This design comes from an exercise in tuning for small area, a short achievable clock period and few clock cycles per item on the open sky130 flow, not from production work.
Where RTL was checked, it was by simulation tests only, not by an equivalence proof against the original.
Power and IR drop assume default switching activity.

==> wip/cedar: inputs <==
// cpu_top
module cpu_top
(
   input  wire         CLK,
   input  wire         rst,
   input  wire         in_valid,
   input  wire  [15:0] in_instr,
   output logic        credit_return,
   output logic        result_valid,
   output logic [3:0]  result_reg,
   output logic [15:0] result
);
==> module cpu_top, before the edit <==
module cpu_top
(
   input  wire         CLK,
   input  wire         rst,
   input  wire         in_valid,
   input  wire  [15:0] in_instr,
   output logic        credit_return,
   output logic        result_valid,
   output logic [3:0]  result_reg,
   output logic [15:0] result
);
   logic [3:0]  op, rd, fx, rs;
   logic [7:0]  imm;
   assign op  = in_instr[15:12];
   assign rd  = in_instr[11:8];
   assign fx  = in_instr[7:4];
   assign rs  = in_instr[3:0];
   assign imm = in_instr[7:0];
   logic d_ok, d_arith, d_sub, d_and, d_or, d_xor, d_pass, d_shift, d_use_rs;
   logic [15:0] d_imm;
   always_comb
   begin
      d_ok     = 1'b1;
      d_arith  = 1'b0;
      d_sub    = 1'b0;
      d_and    = 1'b0;
      d_or     = 1'b0;
      d_xor    = 1'b0;
      d_pass   = 1'b0;
      d_shift  = 1'b0;
      d_use_rs = 1'b0;
      d_imm    = {{8{imm[7]}}, imm};
      case (op)
         4'h0:
         begin
            d_use_rs = 1'b1;
            case (fx)
               4'h5: d_arith = 1'b1;
               4'h9: begin d_arith = 1'b1; d_sub = 1'b1; end
               4'h1: d_and  = 1'b1;
               4'h2: d_or   = 1'b1;
               4'h3: d_xor  = 1'b1;
               4'hd: d_pass = 1'b1;
               default: d_ok = 1'b0;
            endcase
         end
         4'h5: d_arith = 1'b1;
         4'h9: begin d_arith = 1'b1; d_sub = 1'b1; end
         4'h1: begin d_and  = 1'b1; d_imm = {8'h00, imm}; end
         4'h2: begin d_or   = 1'b1; d_imm = {8'h00, imm}; end
         4'h3: begin d_xor  = 1'b1; d_imm = {8'h00, imm}; end
         4'hd: begin d_pass = 1'b1; d_imm = {8'h00, imm}; end
         4'hf: begin d_pass = 1'b1; d_imm = {imm, 8'h00}; end
         4'h8:
         begin
            d_shift = 1'b1;
            case (fx)
               4'h4: d_use_rs = 1'b1;
               4'h0, 4'h1: ;
               default: d_ok = 1'b0;
            endcase
         end
         default: d_ok = 1'b0;
      endcase
   end
   logic        e_valid;
   logic        e_arith, e_sub, e_and, e_or, e_xor, e_pass, e_shift;
   logic [3:0]  e_dest;
   logic [15:0] e_a, e_b;
   logic [15:0] alu;
   logic [15:0] regs [0:15];
   logic [15:0] written;               
   logic        fwd_a, fwd_b;
   logic [15:0] rd_a, rd_b;
   assign fwd_a = e_valid && (e_dest == rd);
   assign fwd_b = e_valid && (e_dest == rs);
   always_comb
   begin
      rd_a = '0;
      rd_b = '0;
      for (int i = 0; i < 16; i++)
      begin
         rd_a = rd_a | ({16{written[i] && rd == i}} & regs[i]);
         rd_b = rd_b | ({16{written[i] && rs == i}} & regs[i]);
      end
   end
   always_ff @(posedge CLK)
   begin
      if (!rst)
      begin
         credit_return <= 1'b0;
         e_valid       <= 1'b0;
      end
      else
      begin
         credit_return <= in_valid;
         e_valid       <= in_valid && d_ok;
      end
   end
   always_ff @(posedge CLK)
   begin
      e_arith <= d_arith;
      e_sub   <= d_sub;
      e_and   <= d_and;
      e_or    <= d_or;
      e_xor   <= d_xor;
      e_pass  <= d_pass;
      e_shift <= d_shift;
      e_dest  <= rd;
      e_a     <= fwd_a ? alu : rd_a;
      e_b     <= d_use_rs ? (fwd_b ? alu : rd_b) : d_imm;
   end
   logic [15:0] sum, shl, shr, sh;
   logic [16:0] sum_x;
   assign sum_x = {e_a, 1'b1} + {e_b ^ {16{e_sub}}, e_sub};
   assign sum   = sum_x[16:1];
   assign shl = e_a << e_b[3:0];
   assign shr = e_a >> e_b[3:0];
   assign sh  = e_b[4] ? shr : shl;
   assign alu = ({16{e_arith}} & sum)
              | ({16{e_and}}   & (e_a & e_b))
              | ({16{e_or}}    & (e_a | e_b))
              | ({16{e_xor}}   & (e_a ^ e_b))
              | ({16{e_pass}}  & e_b)
              | ({16{e_shift}} & sh);
   always_ff @(posedge CLK)
   begin
      if (!rst)
      begin
         written      <= '0;
         result_valid <= 1'b0;
      end
      else
      begin
         if (e_valid)
            written[e_dest] <= 1'b1;
         result_valid <= e_valid;
      end
   end
   always_ff @(posedge CLK)
   begin
      if (e_valid)
         regs[e_dest] <= alu;
   end
   always_ff @(posedge CLK)
   begin
      result_reg <= e_dest;
      result     <= alu;
   end
endmodule
Settings: LEC_CHECK=0, CAP_MARGIN=20, CORE_MARGIN=2, CORE_UTILIZATION=40, SETUP_SLACK_MARGIN=1.8, SLEW_MARGIN=20, TNS_END_PERCENT=100; clock period 4.0 ns.
run.sh (not shown) runs the stock make flow with config.mk's settings and CLKGATE_MAP_FILE= SYNTH_SCRIPT=/design/flow/synth_recipe.tcl, a recipe that flattens the netlist after the stock synthesis.
==> wip/tundra (differences from wip/cedar) <==
--- a/flow/design.v
+++ b/flow/design.v
@@ -74,24 +74,31 @@
    end
    logic        e_valid;
-   logic        e_arith, e_sub, e_and, e_or, e_xor, e_pass, e_shift;
+   logic        e_arith, e_sub, e_kg, e_kp, e_pass, e_shift;
    logic [3:0]  e_dest;
-   logic [15:0] e_a, e_b;
-   logic [15:0] alu;
+   logic [15:0] e_a;
+   logic [15:0] e_b;                   
+   logic [15:0] sum, alu_rest, alu;
    logic [15:0] regs [0:15];
-   logic [15:0] written;               
-   logic        fwd_a, fwd_b;
-   logic [15:0] rd_a, rd_b;
-   assign fwd_a = e_valid && (e_dest == rd);
-   assign fwd_b = e_valid && (e_dest == rs);
+   logic        fwd_ea, fwd_eb, fwd_wa, fwd_wb;
+   logic [15:0] rf_a, rf_b, rd_a, rd_b, b_other;
+   logic [15:0] sub_mask;
+   assign fwd_ea = e_valid && (e_dest == rd);
+   assign fwd_eb = e_valid && (e_dest == rs);
+   assign fwd_wa = result_valid && (result_reg == rd);
+   assign fwd_wb = result_valid && (result_reg == rs);
    always_comb
    begin
-      rd_a = '0;
-      rd_b = '0;
+      rf_a = '0;
+      rf_b = '0;
       for (int i = 0; i < 16; i++)
       begin
-         rd_a = rd_a | ({16{written[i] && rd == i}} & regs[i]);
-         rd_b = rd_b | ({16{written[i] && rs == i}} & regs[i]);
+         rf_a = rf_a | ({16{rd == i}} & regs[i]);
+         rf_b = rf_b | ({16{rs == i}} & regs[i]);
       end
    end
+   assign rd_a     = fwd_wa ? result : rf_a;
+   assign rd_b     = fwd_wb ? result : rf_b;
+   assign sub_mask = {16{d_sub}};
+   assign b_other  = (d_use_rs ? rd_b : d_imm) ^ sub_mask;
    always_ff @(posedge CLK)
    begin
@@ -111,44 +118,52 @@
       e_arith <= d_arith;
       e_sub   <= d_sub;
-      e_and   <= d_and;
-      e_or    <= d_or;
-      e_xor   <= d_xor;
+      e_kg    <= d_and | d_or;   
+      e_kp    <= d_xor | d_or;
       e_pass  <= d_pass;
       e_shift <= d_shift;
       e_dest  <= rd;
-      e_a     <= fwd_a ? alu : rd_a;
-      e_b     <= d_use_rs ? (fwd_b ? alu : rd_b) : d_imm;
+      e_a     <= fwd_ea ? alu : rd_a;
+      e_b     <= (d_use_rs && fwd_eb) ? (alu ^ sub_mask) : b_other;
    end
-   logic [15:0] sum, shl, shr, sh;
    logic [16:0] sum_x;
-   assign sum_x = {e_a, 1'b1} + {e_b ^ {16{e_sub}}, e_sub};
+   logic [15:0] sh;
+   assign sum_x = {e_a, 1'b1} + {e_b, e_sub};
    assign sum   = sum_x[16:1];
-   assign shl = e_a << e_b[3:0];
-   assign shr = e_a >> e_b[3:0];
-   assign sh  = e_b[4] ? shr : shl;
-   assign alu = ({16{e_arith}} & sum)
-              | ({16{e_and}}   & (e_a & e_b))
-              | ({16{e_or}}    & (e_a | e_b))
-              | ({16{e_xor}}   & (e_a ^ e_b))
-              | ({16{e_pass}}  & e_b)
-              | ({16{e_shift}} & sh);
+   logic [15:0] a_rev, sl, sl_rev;
+   always_comb
+      for (int i = 0; i < 16; i++)
+         a_rev[i] = e_a[15 - i];
+   assign sl = (e_b[4] ? a_rev : e_a) << e_b[3:0];
+   always_comb
+      for (int i = 0; i < 16; i++)
+         sl_rev[i] = sl[15 - i];
+   assign sh = e_b[4] ? sl_rev : sl;
+   assign alu_rest = ({16{e_kg}}    & (e_a & e_b))
+                   | ({16{e_kp}}    & (e_a ^ e_b))
+                   | ({16{e_pass}}  & e_b)
+                   | ({16{e_shift}} & sh);
+   assign alu      = ({16{e_arith}} & sum) | alu_rest;
    always_ff @(posedge CLK)
    begin
       if (!rst)
       begin
-         written      <= '0;
          result_valid <= 1'b0;
       end
       else
       begin
-         if (e_valid)
-            written[e_dest] <= 1'b1;
          result_valid <= e_valid;
       end
    end
+   logic [15:0] wr_data;
+   logic [15:0] wr_en;
+   assign wr_data = result & {16{rst}};
+   always_comb
+      for (int i = 0; i < 16; i++)
+         wr_en[i] = !rst || (result_valid && result_reg == i);
    always_ff @(posedge CLK)
    begin
-      if (e_valid)
-         regs[e_dest] <= alu;
+      for (int i = 0; i < 16; i++)
+         if (wr_en[i])
+            regs[i] <= wr_data;
    end
    always_ff @(posedge CLK)
==> flow/flow/run.sh (new file) <==
#!/bin/bash
# Standard layout, but with a smaller setup margin for the repair after
# global routing: the margin set in config.mk drives synthesis-to-CTS repair,
# GRT_SETUP_MARGIN drives the post-global-route repair.
set -euo pipefail
GRT_SETUP_MARGIN=$(cat flow/grt_margin.txt)
bash standard.sh synth floorplan place cts > stage1_to_cts.log 2>&1
sed -E "s/SETUP_SLACK_MARGIN=[0-9.]+/SETUP_SLACK_MARGIN=${GRT_SETUP_MARGIN}/" standard.sh > standard_grt.sh
bash standard_grt.sh finish > stage2_grt_to_finish.log 2>&1
==> flow/flow/grt_margin.txt (new file) <==
1.85
==> flow/standard.sh (new file) <==
#!/bin/bash
# synth_recipe.tcl (not shown) runs the flow's synth.tcl, then flattens the netlist and writes it again
# the make line also repeats each setting of config.mk as NAME=value (left out here)
make -C /OpenROAD-flow-scripts/flow DESIGN_CONFIG=/design/flow/config.mk WORK_HOME=/design/flow/orfs CLKGATE_MAP_FILE= SYNTH_SCRIPT=/design/flow/synth_recipe.tcl "${@:-finish}"
- ABC_AREA: not set -> 1
- CORE_UTILIZATION: 40 -> 55
- SETUP_SLACK_MARGIN: 1.8 -> 2.0
removed: flow/run.sh
==> wip/garnet (differences from wip/cedar) <==
--- a/flow/design.v
+++ b/flow/design.v
@@ -121,7 +121,5 @@
    end
    logic [15:0] sum, shl, shr, sh;
-   logic [16:0] sum_x;
-   assign sum_x = {e_a, 1'b1} + {e_b ^ {16{e_sub}}, e_sub};
-   assign sum   = sum_x[16:1];
+   assign sum = e_a + (e_b ^ {16{e_sub}}) + {15'd0, e_sub};
    assign shl = e_a << e_b[3:0];
    assign shr = e_a >> e_b[3:0];
- SETUP_SLACK_MARGIN: 1.8 -> not set
- TNS_END_PERCENT: 100 -> not set
==> run_results.csv <==
group,metric,value,unit
global_route,grt_antenna_before_repair,2,
layout,sh_seq_area,0.454,
layout,finalCoreUtilization,0.468,
floorplanning,core_area,43900,µm²
layout,seq_cells,338,
routing,drt-pass1-iter-count,9,
clocking,cts_buffers,38,
status,status,"no timing/DRC/antenna violations",
layout,clk_share,0.0617,
Source of the figures above: wip/garnet

==> run_results.csv <==
group,metric,value,unit
status,status,"no timing/DRC/antenna violations",
routing,drt-pass1-iter-count,6,
layout,sh_seq_area,0.418,
clocking,cts_buffers,37,
floorplanning,core_area,43100,µm²
global_route,met3_usage,0.0847,
layout,finalCoreUtilization,0.520,
Source of the figures above: wip/cedar

==> run_results.csv <==
group,metric,value,unit
routing,drt-pass1-iter-count,9,
status,status,"no timing/DRC/antenna violations",
placed_design,place_area,18300,µm²
layout,clk_share,0.0539,
clocking,cts_buffers,35,
layout,sh_seq_area,0.432,
layout,layout-drive-gt1-share,0.206,
layout,finalCoreUtilization,0.687,
layout,seq_cells,321,
global_route,grt_antenna_before_repair,4,
layout,final_cell_mix,"319 x nand2_1, 256 x edfxtp_1, 254 x inv_1",
yosys,synth_xor_area_frac,0.00309,
Source of the figures above: wip/tundra

Testbench counts of wip/tundra, summed over its fixed seeds: cycles 24,016, items 24,000.
No functional check of the RTL was part of wip/cedar and wip/garnet.

---

==> amber: inputs <==
Starting RTL as in the previous note.
Settings: LEC_CHECK=0, CAP_MARGIN=20, CORE_MARGIN=2, CORE_UTILIZATION=40, SETUP_SLACK_MARGIN=2.4, SLEW_MARGIN=20, TNS_END_PERCENT=100; clock period 4.0 ns.
Stock flow here: none of the scripts above is used.
==> inputs of violet, as changes to amber <==
--- a/flow/design.v
+++ b/flow/design.v
@@ -74,24 +74,31 @@
    end
    logic        e_valid;
-   logic        e_arith, e_sub, e_and, e_or, e_xor, e_pass, e_shift;
+   logic        e_arith, e_sub, e_kg, e_kp, e_pass, e_shift;
    logic [3:0]  e_dest;
-   logic [15:0] e_a, e_b;
-   logic [15:0] alu;
+   logic [15:0] e_a;
+   logic [15:0] e_b;                   
+   logic [15:0] sum, alu_rest, alu;
    logic [15:0] regs [0:15];
-   logic [15:0] written;               
-   logic        fwd_a, fwd_b;
-   logic [15:0] rd_a, rd_b;
-   assign fwd_a = e_valid && (e_dest == rd);
-   assign fwd_b = e_valid && (e_dest == rs);
+   logic        fwd_ea, fwd_eb, fwd_wa, fwd_wb;
+   logic [15:0] rf_a, rf_b, rd_a, rd_b, b_other;
+   logic [15:0] sub_mask;
+   assign fwd_ea = e_valid && (e_dest == rd);
+   assign fwd_eb = e_valid && (e_dest == rs);
+   assign fwd_wa = result_valid && (result_reg == rd);
+   assign fwd_wb = result_valid && (result_reg == rs);
    always_comb
    begin
-      rd_a = '0;
-      rd_b = '0;
+      rf_a = '0;
+      rf_b = '0;
       for (int i = 0; i < 16; i++)
       begin
-         rd_a = rd_a | ({16{written[i] && rd == i}} & regs[i]);
-         rd_b = rd_b | ({16{written[i] && rs == i}} & regs[i]);
+         rf_a = rf_a | ({16{rd == i}} & regs[i]);
+         rf_b = rf_b | ({16{rs == i}} & regs[i]);
       end
    end
+   assign rd_a     = fwd_wa ? result : rf_a;
+   assign rd_b     = fwd_wb ? result : rf_b;
+   assign sub_mask = {16{d_sub}};
+   assign b_other  = (d_use_rs ? rd_b : d_imm) ^ sub_mask;
    always_ff @(posedge CLK)
    begin
@@ -111,44 +118,52 @@
       e_arith <= d_arith;
       e_sub   <= d_sub;
-      e_and   <= d_and;
-      e_or    <= d_or;
-      e_xor   <= d_xor;
+      e_kg    <= d_and | d_or;   
+      e_kp    <= d_xor | d_or;
       e_pass  <= d_pass;
       e_shift <= d_shift;
       e_dest  <= rd;
-      e_a     <= fwd_a ? alu : rd_a;
-      e_b     <= d_use_rs ? (fwd_b ? alu : rd_b) : d_imm;
+      e_a     <= fwd_ea ? alu : rd_a;
+      e_b     <= (d_use_rs && fwd_eb) ? (alu ^ sub_mask) : b_other;
    end
-   logic [15:0] sum, shl, shr, sh;
    logic [16:0] sum_x;
-   assign sum_x = {e_a, 1'b1} + {e_b ^ {16{e_sub}}, e_sub};
+   logic [15:0] sh;
+   assign sum_x = {e_a, 1'b1} + {e_b, e_sub};
    assign sum   = sum_x[16:1];
-   assign shl = e_a << e_b[3:0];
-   assign shr = e_a >> e_b[3:0];
-   assign sh  = e_b[4] ? shr : shl;
-   assign alu = ({16{e_arith}} & sum)
-              | ({16{e_and}}   & (e_a & e_b))
-              | ({16{e_or}}    & (e_a | e_b))
-              | ({16{e_xor}}   & (e_a ^ e_b))
-              | ({16{e_pass}}  & e_b)
-              | ({16{e_shift}} & sh);
+   logic [15:0] a_rev, sl, sl_rev;
+   always_comb
+      for (int i = 0; i < 16; i++)
+         a_rev[i] = e_a[15 - i];
+   assign sl = (e_b[4] ? a_rev : e_a) << e_b[3:0];
+   always_comb
+      for (int i = 0; i < 16; i++)
+         sl_rev[i] = sl[15 - i];
+   assign sh = e_b[4] ? sl_rev : sl;
+   assign alu_rest = ({16{e_kg}}    & (e_a & e_b))
+                   | ({16{e_kp}}    & (e_a ^ e_b))
+                   | ({16{e_pass}}  & e_b)
+                   | ({16{e_shift}} & sh);
+   assign alu      = ({16{e_arith}} & sum) | alu_rest;
    always_ff @(posedge CLK)
    begin
       if (!rst)
       begin
-         written      <= '0;
          result_valid <= 1'b0;
       end
       else
       begin
-         if (e_valid)
-            written[e_dest] <= 1'b1;
          result_valid <= e_valid;
       end
    end
+   logic [15:0] wr_data;
+   logic [15:0] wr_en;
+   assign wr_data = result & {16{rst}};
+   always_comb
+      for (int i = 0; i < 16; i++)
+         wr_en[i] = !rst || (result_valid && result_reg == i);
    always_ff @(posedge CLK)
    begin
-      if (e_valid)
-         regs[e_dest] <= alu;
+      for (int i = 0; i < 16; i++)
+         if (wr_en[i])
+            regs[i] <= wr_data;
    end
    always_ff @(posedge CLK)
==> flow/flow/run.sh (new file) <==
#!/bin/bash
# Standard layout, but with a smaller setup margin for the repair after
# global routing: the margin set in config.mk drives synthesis-to-CTS repair,
# GRT_SETUP_MARGIN drives the post-global-route repair.
set -euo pipefail
GRT_SETUP_MARGIN=$(cat flow/grt_margin.txt)
bash standard.sh synth floorplan place cts > stage1_to_cts.log 2>&1
sed -E "s/SETUP_SLACK_MARGIN=[0-9.]+/SETUP_SLACK_MARGIN=${GRT_SETUP_MARGIN}/" standard.sh > standard_grt.sh
bash standard_grt.sh finish > stage2_grt_to_finish.log 2>&1
==> flow/flow/grt_margin.txt (new file) <==
1.9
==> flow/standard.sh (new file) <==
#!/bin/bash
# synth_recipe.tcl (not shown) runs the flow's synth.tcl, then flattens the netlist and writes it again
# the make line also repeats each setting of config.mk as NAME=value (left out here)
make -C /OpenROAD-flow-scripts/flow DESIGN_CONFIG=/design/flow/config.mk WORK_HOME=/design/flow/orfs CLKGATE_MAP_FILE= SYNTH_SCRIPT=/design/flow/synth_recipe.tcl "${@:-finish}"
ABC_AREA = 1   (was unset)
CORE_UTILIZATION = 55   (was 40)
SETUP_SLACK_MARGIN = 2.0   (was 2.4)
removed: flow/run.sh
==> results.txt <==
item                                                                     amber       violet
Reg-to-Reg End                                                         e_b[11]  regs[8][15]
Number of standard cells in the layout, taps in and fillers out           2327         2535
Met3 wire length                                                       9258 um     10130 um
Met2 track demand over resource in global routing                       49.67%       64.84%
Most common cell after layout, fill and taps aside                    edfxtp_1      nand2_1
Max Fclk                                                             337.0 MHz    470.8 MHz
Most frequent cell on the critical path                                  buf_4      nand2_2
Sw Pwr                                                                 2138 uW      2924 uW
Global-route wire length before repair                               105100 um    103500 um
Result of the run                             no timing/DRC/antenna violations  no timing/DRC/antenna violations
Initial antenna violation count                                              1            4
Core ar.                                                           0.04308 mm2  0.03051 mm2
Number of post-CTS setup repair buffers                                    114           59
Vias in the first global route                                           14960        15870
P_seq                                                                  3960 uW      4300 uW
Most repeated cell in the gate-level netlist after synthesis          edfxtp_1      nand2_1
Final Instance Area                                                0.02337 mm2  0.02121 mm2
Share of the synthesized netlist area taken by xor and xnor gates       1.755%      0.3093%
Crit path buffers/inverters                                                  4            3
Testbench counts of violet, summed over its fixed seeds: cycles 24,016, items 24,000.
For amber, only the layout was checked, not whether the RTL still works.

afterwards: timing with drivers on the ports:
In the flow no input, the clock included, has a driving cell. The finished layouts below were timed again as built, in two steps. Step 1 assumes that a clkbuf_16 drives the clock port and a buf_2 every other input. Step 2 adds t to the input delays and takes it off the output delays; t is the mean of the earliest and latest rising clock arrival at the registers after step 1. Input paths then give back, and output paths get back, about the clock's delay inside the block. Slacks: ideal ports / drivers / drivers and shift; pairs: ideal ports / drivers.
| run | shift t [ns] | setup WS [ns] | worst slew at a driven data input, ns |
|---|---|---|---|
| wip/cedar | 0.619 | 1.139 / 1.139 / 0.800 | 0.07 |
| wip/tundra | 0.576 | 1.849 / 1.878 / 1.303 | 0.04 |
| wip/garnet | 0.585 | 0.322 / 0.352 / -0.233 | 0.04 |
| amber | 0.608 | 1.032 / 1.032 / 0.777 | 0.05 |
| violet | 0.577 | 1.876 / 1.910 / 1.334 | 0.04 |
With both steps, setup timing fails in wip/garnet, where it was met with ideal ports. For wip/garnet, which loses most, drivers alone change the setup slack by +0.030 ns; drivers and shift together by -0.555 ns.
